Source: an optimization exercise on an open RTL-to-GDS flow (aim: small area). Production flows keep margins and buffers that such runs may drop. Function was checked by simulation only, so behaviour that the tests miss may differ from the original.

==> flow/design.v <==
`timescale 1ns / 1ps
package cbcp_pkg;
    localparam int SAMPLE_BITS_DEF = 16;
    localparam int ACC_GROWTH      = 7;
    localparam int NUM_BANKS = 4;
    localparam int BANK_BITS = 2;
    localparam int POS_BITS  = 4;
    localparam int COEF_BITS = 4;
    localparam int POWER_BITS = 44;
    localparam logic [BANK_BITS-1:0] LAST_BANK = BANK_BITS'(NUM_BANKS - 1);
    typedef logic signed [COEF_BITS-1:0] t_coef;
    function automatic t_coef coef(input logic [BANK_BITS-1:0] bank,
                                   input logic [POS_BITS-1:0] pos);
        t_coef c;
        c = '0;
        case (bank)
            2'd0: begin
                case (pos[0])
                    1'd0: c = 4'sd2;
                    default: c = -4'sd2;
                endcase
            end
            2'd1: begin
                case (pos[1:0])
                    2'd0: c = 4'sd1;
                    2'd1: c = 4'sd2;
                    2'd2: c = -4'sd1;
                    default: c = -4'sd2;
                endcase
            end
            2'd2: begin
                case (pos[2:0])
                    3'd0: c = 4'sd2;
                    3'd1: c = 4'sd4;
                    3'd2: c = 4'sd2;
                    3'd3: c = 4'sd0;
                    3'd4: c = -4'sd2;
                    3'd5: c = -4'sd4;
                    3'd6: c = -4'sd2;
                    default: c = 4'sd0;
                endcase
            end
            default: begin
                case (pos)
                    4'd0:  c = 4'sd1;
                    4'd1:  c = 4'sd2;
                    4'd2:  c = 4'sd3;
                    4'd3:  c = 4'sd4;
                    4'd4:  c = 4'sd3;
                    4'd5:  c = 4'sd2;
                    4'd6:  c = 4'sd1;
                    4'd7:  c = 4'sd0;
                    4'd8:  c = -4'sd1;
                    4'd9:  c = -4'sd2;
                    4'd10: c = -4'sd3;
                    4'd11: c = -4'sd4;
                    4'd12: c = -4'sd3;
                    4'd13: c = -4'sd2;
                    4'd14: c = -4'sd1;
                    default: c = 4'sd0;
                endcase
            end
        endcase
        coef = c;
    endfunction
endpackage
`timescale 1ns / 1ps
module cbcp_accum #(
    parameter int SAMPLE_BITS = cbcp_pkg::SAMPLE_BITS_DEF,
    parameter int ACC_BITS    = SAMPLE_BITS + cbcp_pkg::ACC_GROWTH
) (
    input  logic                       i_clk,
    input  logic                       i_rst_n,
    input  logic                       i_valid,
    input  logic signed [SAMPLE_BITS-1:0] i_sample_real,
    input  logic signed [SAMPLE_BITS-1:0] i_sample_imag,
    input  logic                       i_end_of_stream,
    output logic                       o_load,
    output logic [cbcp_pkg::NUM_BANKS-1:0][ACC_BITS-1:0] o_acc_real,
    output logic [cbcp_pkg::NUM_BANKS-1:0][ACC_BITS-1:0] o_acc_imag
);
    localparam int TERM_BITS = SAMPLE_BITS + 1 + cbcp_pkg::COEF_BITS;
    logic [cbcp_pkg::NUM_BANKS-1:0][ACC_BITS-1:0] r_acc_real;
    logic [cbcp_pkg::NUM_BANKS-1:0][ACC_BITS-1:0] r_acc_imag;
    logic [cbcp_pkg::NUM_BANKS-1:0][ACC_BITS-1:0] n_acc_real;
    logic [cbcp_pkg::NUM_BANKS-1:0][ACC_BITS-1:0] n_acc_imag;
    logic [cbcp_pkg::POS_BITS-1:0] r_pos;
    logic [cbcp_pkg::POS_BITS-1:0] n_pos;
    logic signed [SAMPLE_BITS:0] w_sum;
    logic signed [SAMPLE_BITS:0] w_dif;
    assign w_sum = (SAMPLE_BITS + 1)'(i_sample_real) + (SAMPLE_BITS + 1)'(i_sample_imag);
    assign w_dif = (SAMPLE_BITS + 1)'(i_sample_imag) - (SAMPLE_BITS + 1)'(i_sample_real);
    always_comb begin
        logic signed [TERM_BITS-1:0] term_re;
        logic signed [TERM_BITS-1:0] term_im;
        logic [cbcp_pkg::POS_BITS-1:0] mask;
        logic first;
        cbcp_pkg::t_coef c;
        for (int b = 0; b < cbcp_pkg::NUM_BANKS; b++) begin
            mask    = cbcp_pkg::POS_BITS'((2 << b) - 1);
            first   = (r_pos & mask) == '0;
            c       = cbcp_pkg::coef(cbcp_pkg::BANK_BITS'(b), r_pos);
            term_re = c * w_sum;
            term_im = c * w_dif;
            n_acc_real[b] = (first ? '0 : r_acc_real[b]) + ACC_BITS'(term_re);
            n_acc_imag[b] = (first ? '0 : r_acc_imag[b]) + ACC_BITS'(term_im);
        end
    end
    assign n_pos = i_end_of_stream ? '0 : r_pos + 1'b1;
    always_ff @(posedge i_clk) begin
        if (!i_rst_n) begin
            r_pos <= '0;
            r_acc_real <= '0;
            r_acc_imag <= '0;
        end else if (i_valid) begin
            r_pos <= n_pos;
            r_acc_real <= n_acc_real;
            r_acc_imag <= n_acc_imag;
        end
    end
    assign o_load     = i_valid && i_end_of_stream;
    assign o_acc_real = n_acc_real;
    assign o_acc_imag = n_acc_imag;
endmodule
`timescale 1ns / 1ps
module cbcp_power #(
    parameter int ACC_BITS = cbcp_pkg::SAMPLE_BITS_DEF + cbcp_pkg::ACC_GROWTH
) (
    input  logic                                i_clk,
    input  logic                                i_rst_n,
    input  logic                                i_load,
    input  logic [cbcp_pkg::NUM_BANKS-1:0][ACC_BITS-1:0] i_acc_real,
    input  logic [cbcp_pkg::NUM_BANKS-1:0][ACC_BITS-1:0] i_acc_imag,
    output logic                                o_busy,
    output logic                                o_valid,
    input  logic                                i_stall,
    output logic [cbcp_pkg::BANK_BITS-1:0]      o_filter_index,
    output logic [cbcp_pkg::POWER_BITS-1:0]     o_block_power,
    output logic                                o_last_result
);
    localparam int PROD_BITS = 2 * ACC_BITS;
    localparam int EXT_BITS  = (PROD_BITS > cbcp_pkg::POWER_BITS) ? PROD_BITS
                                                                  : cbcp_pkg::POWER_BITS;
    logic [cbcp_pkg::NUM_BANKS-1:0][ACC_BITS-1:0] r_snap_re;
    logic [cbcp_pkg::NUM_BANKS-1:0][ACC_BITS-1:0] r_snap_im;
    logic                              r_busy;
    logic [cbcp_pkg::BANK_BITS-1:0]    r_idx;
    logic                              r_a_valid;
    logic [cbcp_pkg::BANK_BITS-1:0]    r_a_idx;
    logic [cbcp_pkg::POWER_BITS-1:0]   r_sq_re;
    logic [cbcp_pkg::POWER_BITS-1:0]   r_sq_im;
    logic                              r_out_valid;
    logic [cbcp_pkg::BANK_BITS-1:0]    r_out_idx;
    logic [cbcp_pkg::POWER_BITS-1:0]   r_out_power;
    logic                              w_b_adv;
    logic                              w_a_free;
    logic                              w_issue;
    logic signed [PROD_BITS-1:0]       w_prod_re;
    logic signed [PROD_BITS-1:0]       w_prod_im;
    logic [EXT_BITS-1:0]               w_ext_re;
    logic [EXT_BITS-1:0]               w_ext_im;
    assign w_b_adv  = !r_out_valid || !i_stall;
    assign w_a_free = !r_a_valid || w_b_adv;
    assign w_issue  = r_busy && w_a_free;
    assign w_prod_re = $signed(r_snap_re[r_idx]) * $signed(r_snap_re[r_idx]);
    assign w_prod_im = $signed(r_snap_im[r_idx]) * $signed(r_snap_im[r_idx]);
    assign w_ext_re  = EXT_BITS'(w_prod_re);
    assign w_ext_im  = EXT_BITS'(w_prod_im);
    always_ff @(posedge i_clk) begin
        if (i_load) begin
            r_snap_re <= i_acc_real;
            r_snap_im <= i_acc_imag;
        end
    end
    always_ff @(posedge i_clk) begin
        if (!i_rst_n) begin
            r_busy <= 1'b0;
            r_idx  <= '0;
        end else if (i_load) begin
            r_busy <= 1'b1;
            r_idx  <= '0;
        end else if (w_issue) begin
            r_idx <= r_idx + 1'b1;
            if (r_idx == cbcp_pkg::LAST_BANK) begin
                r_busy <= 1'b0;
            end
        end
    end
    always_ff @(posedge i_clk) begin
        if (!i_rst_n) begin
            r_a_valid <= 1'b0;
        end else if (w_a_free) begin
            r_a_valid <= w_issue;
        end
    end
    always_ff @(posedge i_clk) begin
        if (w_issue) begin
            r_a_idx <= r_idx;
            r_sq_re <= w_ext_re[cbcp_pkg::POWER_BITS-1:0];
            r_sq_im <= w_ext_im[cbcp_pkg::POWER_BITS-1:0];
        end
    end
    always_ff @(posedge i_clk) begin
        if (!i_rst_n) begin
            r_out_valid <= 1'b0;
        end else if (w_b_adv) begin
            r_out_valid <= r_a_valid;
        end
    end
    always_ff @(posedge i_clk) begin
        if (w_b_adv && r_a_valid) begin
            r_out_idx   <= r_a_idx;
            r_out_power <= r_sq_re + r_sq_im;
        end
    end
    assign o_busy         = r_busy;
    assign o_valid        = r_out_valid;
    assign o_filter_index = r_out_idx;
    assign o_block_power  = r_out_power;
    assign o_last_result  = r_out_idx == cbcp_pkg::LAST_BANK;
endmodule
`timescale 1ns / 1ps
module complex_block_correlator_power_top #(
    parameter int SAMPLE_BITS = cbcp_pkg::SAMPLE_BITS_DEF
) (
    input  logic                                i_clk,
    input  logic                                i_rst_n,
    input  logic                                i_in_valid,
    output logic                                o_in_stall,
    input  logic signed [SAMPLE_BITS-1:0]       i_sample_real,
    input  logic signed [SAMPLE_BITS-1:0]       i_sample_imag,
    input  logic                                i_end_of_stream,
    output logic                                o_out_valid,
    input  logic                                i_out_stall,
    output logic [cbcp_pkg::BANK_BITS-1:0]      o_filter_index,
    output logic [cbcp_pkg::POWER_BITS-1:0]     o_block_power,
    output logic                                o_last_result
);
    localparam int ACC_BITS = SAMPLE_BITS + cbcp_pkg::ACC_GROWTH;
    logic                          r_in_valid;
    logic signed [SAMPLE_BITS-1:0] r_in_real;
    logic signed [SAMPLE_BITS-1:0] r_in_imag;
    logic                          r_in_eos;
    logic                          w_hold;
    logic                          w_accept;
    logic                          w_consume;
    logic                          w_busy;
    logic                          w_load;
    logic [cbcp_pkg::NUM_BANKS-1:0][ACC_BITS-1:0] w_acc_real;
    logic [cbcp_pkg::NUM_BANKS-1:0][ACC_BITS-1:0] w_acc_imag;
    assign w_hold     = r_in_valid && r_in_eos && w_busy;
    assign o_in_stall = w_hold;
    assign w_accept   = i_in_valid && !w_hold;
    assign w_consume  = r_in_valid && !w_hold;
    always_ff @(posedge i_clk) begin
        if (!i_rst_n) begin
            r_in_valid <= 1'b0;
        end else if (!w_hold) begin
            r_in_valid <= i_in_valid;
        end
    end
    always_ff @(posedge i_clk) begin
        if (w_accept) begin
            r_in_real <= i_sample_real;
            r_in_imag <= i_sample_imag;
            r_in_eos  <= i_end_of_stream;
        end
    end
    cbcp_accum #(
        .SAMPLE_BITS (SAMPLE_BITS),
        .ACC_BITS    (ACC_BITS)
    ) u_accum (
        .i_clk           (i_clk),
        .i_rst_n         (i_rst_n),
        .i_valid         (w_consume),
        .i_sample_real   (r_in_real),
        .i_sample_imag   (r_in_imag),
        .i_end_of_stream (r_in_eos),
        .o_load          (w_load),
        .o_acc_real      (w_acc_real),
        .o_acc_imag      (w_acc_imag)
    );
    cbcp_power #(
        .ACC_BITS (ACC_BITS)
    ) u_power (
        .i_clk          (i_clk),
        .i_rst_n        (i_rst_n),
        .i_load         (w_load),
        .i_acc_real     (w_acc_real),
        .i_acc_imag     (w_acc_imag),
        .o_busy         (w_busy),
        .o_valid        (o_out_valid),
        .i_stall        (i_out_stall),
        .o_filter_index (o_filter_index),
        .o_block_power  (o_block_power),
        .o_last_result  (o_last_result)
    );
endmodule
==> flow/run.sh <==
#!/bin/bash
# synth_recipe.tcl (not shown) runs the flow's synth.tcl, then flattens the netlist and writes it again
# the make line also repeats each setting of config.mk as NAME=value (left out here)
make -C /OpenROAD-flow-scripts/flow DESIGN_CONFIG=/design/flow/config.mk WORK_HOME=/design/flow/orfs CLKGATE_MAP_FILE= SYNTH_SCRIPT=/design/flow/synth_recipe.tcl finish
==> flow/config.mk <==
export PLATFORM = sky130hd
export DESIGN_NAME = complex_block_correlator_power_top
export DESIGN_NICKNAME = complex_block_correlator_power_top
export VERILOG_FILES = /design/flow/design.v
export SDC_FILE = /design/flow/constraint.sdc
export NUM_CORES = 4
export LEC_CHECK = 0
export CAP_MARGIN = 20
export CORE_MARGIN = 2
export CORE_UTILIZATION = 40
export SLEW_MARGIN = 20
==> flow/constraint.sdc <==
create_clock -name core_clock -period 10.0 [get_ports {i_clk}]
set_input_delay 2.0000 -clock core_clock [delete_from_list [all_inputs] [get_ports {i_clk}]]
set_output_delay 2.0000 -clock core_clock [all_outputs]
set_load 0.01 [all_outputs]
==> Implementation_results.wiki <==
{| class="wikitable"
! Metric !! Value
|-
| Per-instance average area after synthesis || 9.321 sq um
|-
| IO Port Bufs || 85
|-
| Peak fanout along the critical path || 55
|-
| Class of the tightest hold or removal check || flip-flop to flip-flop
|-
| Share of post-route cells with drive strength above 1 || 4.754%
|-
| Final count of negative-setup-slack endpoints || 0
|-
| Placed wire-length estimate after detailed placement || 174800 microns
|-
| Global-route wire length before repair || 344200 microns
|-
| Ports placed on the boundary || 86
|-
| Vias per cell || 5.182
|-
| Time the final worst path needs with I/O delays and setup || 9.060 ns
|-
| Clk slew on worst S/H paths || 0.06 ns
|-
| CP arrival || 9.49 ns
|-
| Clk latency of the worst-skew pair || 0.71 ns
|-
| Via count || 58480
|-
| Sum of overflow across all layers after global routing || 0
|-
| Remaining routing DRC violations || 0
|-
| Starting density of the core || 40.26%
|-
| Gate count of the mapped netlist || 8528
|-
| Worst rel slew slack || 28.12%
|-
| Summed negative setup slack over all endpoints || 0 ns
|-
| Setup crit end kind || flip-flop
|-
| Number of sinks handled by clock tree synthesis || 549
|-
| Overall routed net length || 217900 microns
|-
| Largest net degree at the start of global routing || 116
|-
| RSZ-0062 raised after global routing || no
|-
| Largest buffer count on any clock path || 3
|-
| Total track usage || 21.64%
|-
| Number of antenna repair diodes || 0
|-
| Wire per inst || 19.31 microns
|-
| Max-capacitance violation count || 0
|-
| Most common library cell in the layout ignoring fill and taps || sky130_fd_sc_hd__inv_1
|-
| TritonCTS Buffers || 71
|-
| Width of the chip || 449.8 microns
|-
| Multi-input logic area || 0.05834 sq mm
|-
| R2R setup slack || 0.94 ns
|-
| Number of core rows || 163
|-
| Required time of the worst setup path || 10.43 ns
|-
| Y dimension of the die || 449.8 microns
|-
| Cts hold-fix bufs || 0
|-
| Final cycle utilization of the critical path || 90.60%
|-
| Detailed Route Iter0 Violations || 3847
|-
| Number of antenna violations at the first check in global routing || 1
|-
| Number of setup buffers added after CTS || 0
|-
| Gates resized, CTS repair || 0
|-
| Worst Clk Skew || 0.05814 ns
|-
| Most frequent cells in the layout || sky130_fd_sc_hd__inv_1, sky130_fd_sc_hd__fa_1, sky130_fd_sc_hd__nand2_1
|-
| CTS root buffer || sky130_fd_sc_hd__clkbuf_16
|-
| Top_reg_cell synth || sky130_fd_sc_hd__edfxtp_1
|-
| Final net count || 10690
|-
| Filler cells || 19180
|-
| Achievable Freq || 110.4 MHz
|-
| Hold Violations, Final || 0
|-
| CTS tree || built
|-
| Status || timing/DRC/antenna clean
|-
| Async set-reset flop share out of synthesis || 0%
|-
| Library cells used by synthesis || 96
|-
| Sequential cell area || 0.01452 sq mm
|-
| Placeable core region || 0.1974 sq mm
|-
| CTS H-tree depth || 3
|-
| Number of global-route vias before repair || 61500
|-
| Category of the critical setup timing path || flip-flop to flip-flop
|-
| Setup crit start kind || flip-flop
|-
| Layout area overhead || 8.665%
|-
| #FFs+latches synth || 549
|-
| Antenna-violating nets left || 0
|-
| Number of enable-type register cells in the synthesized netlist || 351
|-
| Net Count, Synth || 10640
|-
| Die area || 0.2023 sq mm
|-
| Number of iterations in the first detailed-routing pass || 6
|-
| Transition time at the pin with the least slew margin || 1.075 ns
|-
| Max-slew violation count || 0
|-
| Routability congestion estimate from global placement || 0.9490
|-
| Part of the Yosys area used for sequential elements || 18.25%
|-
| Cell area after technology mapping || 0.07949 sq mm
|-
| Number of warnings printed during yosys synthesis || 3
|}
## per-layer routing
layer / vias to the layer above / share of wire (%) / track usage (%)
li1: 27340 / - / -
met1: 29250 / 44 / 29.43
met2: 1602 / 47 / 36.31
met3: 286 / 5.6 / 2.475
met4: 0 / 2.9 / 6.135
met5: - / 0 / 0
## stage by stage
| stage | instances | hold slack (ns) | utilization (%) | cell area (sq um) | setup WS, ns |
|---|---|---|---|---|---|
| after floorplan | 8528 | 0.4003 | - | 79490 | 1.435 |
| after global placement | 11150 | 0.4039 | 42.54 | 83990 | 1.047 |
| after detailed placement | 11150 | 0.4137 | 42.54 | 83990 | 0.8549 |
| after CTS | 11290 | 0.4283 | 43.75 | 86380 | 0.8556 |
| after global routing | 11290 | 0.4492 | 43.75 | 86380 | 0.4118 |
| final | 11290 | 0.4230 | 43.75 | 86380 | 0.9395 |
## registers in the layout, summed over array words and instances, names as in the netlist, 4 cells and up, named ones only
name	flops
u_accum.r_acc_imag	92
u_accum.r_acc_real	92
u_power.r_snap_im	92
u_power.r_snap_re	92
u_power.r_out_power	44
u_power.r_sq_im	43
u_power.r_sq_re	43
r_in_imag	16
r_in_real	16
u_accum.r_pos	4
## cell type report
class | instances | area share [%]
Tap cell | 2640 | 3.824
Clock buffer | 91 | 2.238
Sequential cell | 549 | 16.80
Clock inverter | 40 | 0.5302
Timing Repair Buffer | 240 | 2.376
Multi-Input combinational cell | 6189 | 67.54
Inverter | 1536 | 6.692
## cells in the mapped netlist, drive strengths merged (43+ instances only)
cell / n / area [sq um]
buf: 45 / 178.9
fa: 1204 / 24100
clkbuf: 209 / 784.5
nand2: 906 / 3401
o21a: 78 / 585.6
xor2: 99 / 867.1
nor3: 98 / 501.7
ha: 866 / 10840
nand2b: 47 / 294.0
nor2b: 89 / 556.8
a21o: 118 / 885.9
or3: 43 / 269.0
a21oi: 448 / 2242
inv: 1514 / 5683
o21bai: 71 / 536.8
nand3: 70 / 350.3
and2: 170 / 1064
xnor2: 406 / 3578
o21ai: 188 / 940.9
dfxtp: 198 / 3964
nor2: 807 / 3042
mux2i: 57 / 570.6
mux2: 49 / 555.5
edfxtp: 351 / 10540
## cell families (layout without fill, tap and decap cells)
logic type      after synthesis  after routing  share of synthesized area [%]
compound gates             1157           1157                          9.236
xor+xnor                    507            507                          5.649
fa+ha+maj                  2070           2070                          43.95
buf+inv                    1790           1907                          8.465
flops                       549            549                          18.25
mux                         107            107                          1.445
simple gates               2348           2348                          13.00
## critical path, cell delays in order (launching register included)
cell and delay [ns]:
sky130_fd_sc_hd__dfxtp_4 0.47, sky130_fd_sc_hd__buf_12 0.33, sky130_fd_sc_hd__mux2_2 0.38, sky130_fd_sc_hd__o21ai_1 0.11, sky130_fd_sc_hd__buf_4 0.30, sky130_fd_sc_hd__inv_1 0.20
sky130_fd_sc_hd__nand2_1 0.14, sky130_fd_sc_hd__inv_1 0.10, sky130_fd_sc_hd__fa_1 0.54, sky130_fd_sc_hd__fa_1 0.88, sky130_fd_sc_hd__fa_1 0.54, sky130_fd_sc_hd__fa_1 0.50
sky130_fd_sc_hd__fa_1 0.50, sky130_fd_sc_hd__fa_1 0.50, sky130_fd_sc_hd__inv_1 0.05, sky130_fd_sc_hd__fa_1 0.47, sky130_fd_sc_hd__inv_1 0.04, sky130_fd_sc_hd__ha_1 0.38
sky130_fd_sc_hd__nand3_1 0.16, sky130_fd_sc_hd__or4_1 0.42, sky130_fd_sc_hd__o32ai_1 0.50, sky130_fd_sc_hd__o21ai_0 0.30, sky130_fd_sc_hd__buf_4 0.21, sky130_fd_sc_hd__o21ai_0 0.37
sky130_fd_sc_hd__a21o_1 0.18, sky130_fd_sc_hd__a21oi_1 0.07, sky130_fd_sc_hd__xnor2_1 0.14
## final timing paths
| check | depth (start not counted) | start | endpoint |
|---|---|---|---|
| setup / recovery | 26 | u_power.r_idx[0] | u_power.r_sq_im[40] |
| hold / removal | 0 | u_power.r_a_idx[0] | u_power.r_out_idx[0] |
| setup reg to reg | 26 | u_power.r_idx[0] | u_power.r_sq_im[40] |
| hold reg to reg | 0 | u_power.r_a_idx[0] | u_power.r_out_idx[0] |

## afterwards: timing with drivers on the ports
No port has a modelled driver above. Below, the same layout with a new extraction and two added sets of constraints.
Step 1: set_driving_cell puts a clkbuf_16 on i_clk and a buf_2 on each other input, an assumption about the parent block.
Step 2 moves the port delays by t, midway between the first and last clock arrival at a register: inputs arrive t later, outputs are due t later. That takes back most of the time a late clock gives input paths.
Three values: ideal, step 1, step 2; two values: the first two.
t, ns: 0.768
setup slack, ns: 0.940 / 0.940 / 0.940
hold slack, ns: 0.423 / 0.423 / 0.423
worst setup path at the end: register to register
worst data-port slew with drivers (ns): 0.06
After both steps setup and hold are still met in this run. The setup slack of this run moves by 0.000 ns with the drivers and by 0.000 ns with both steps.
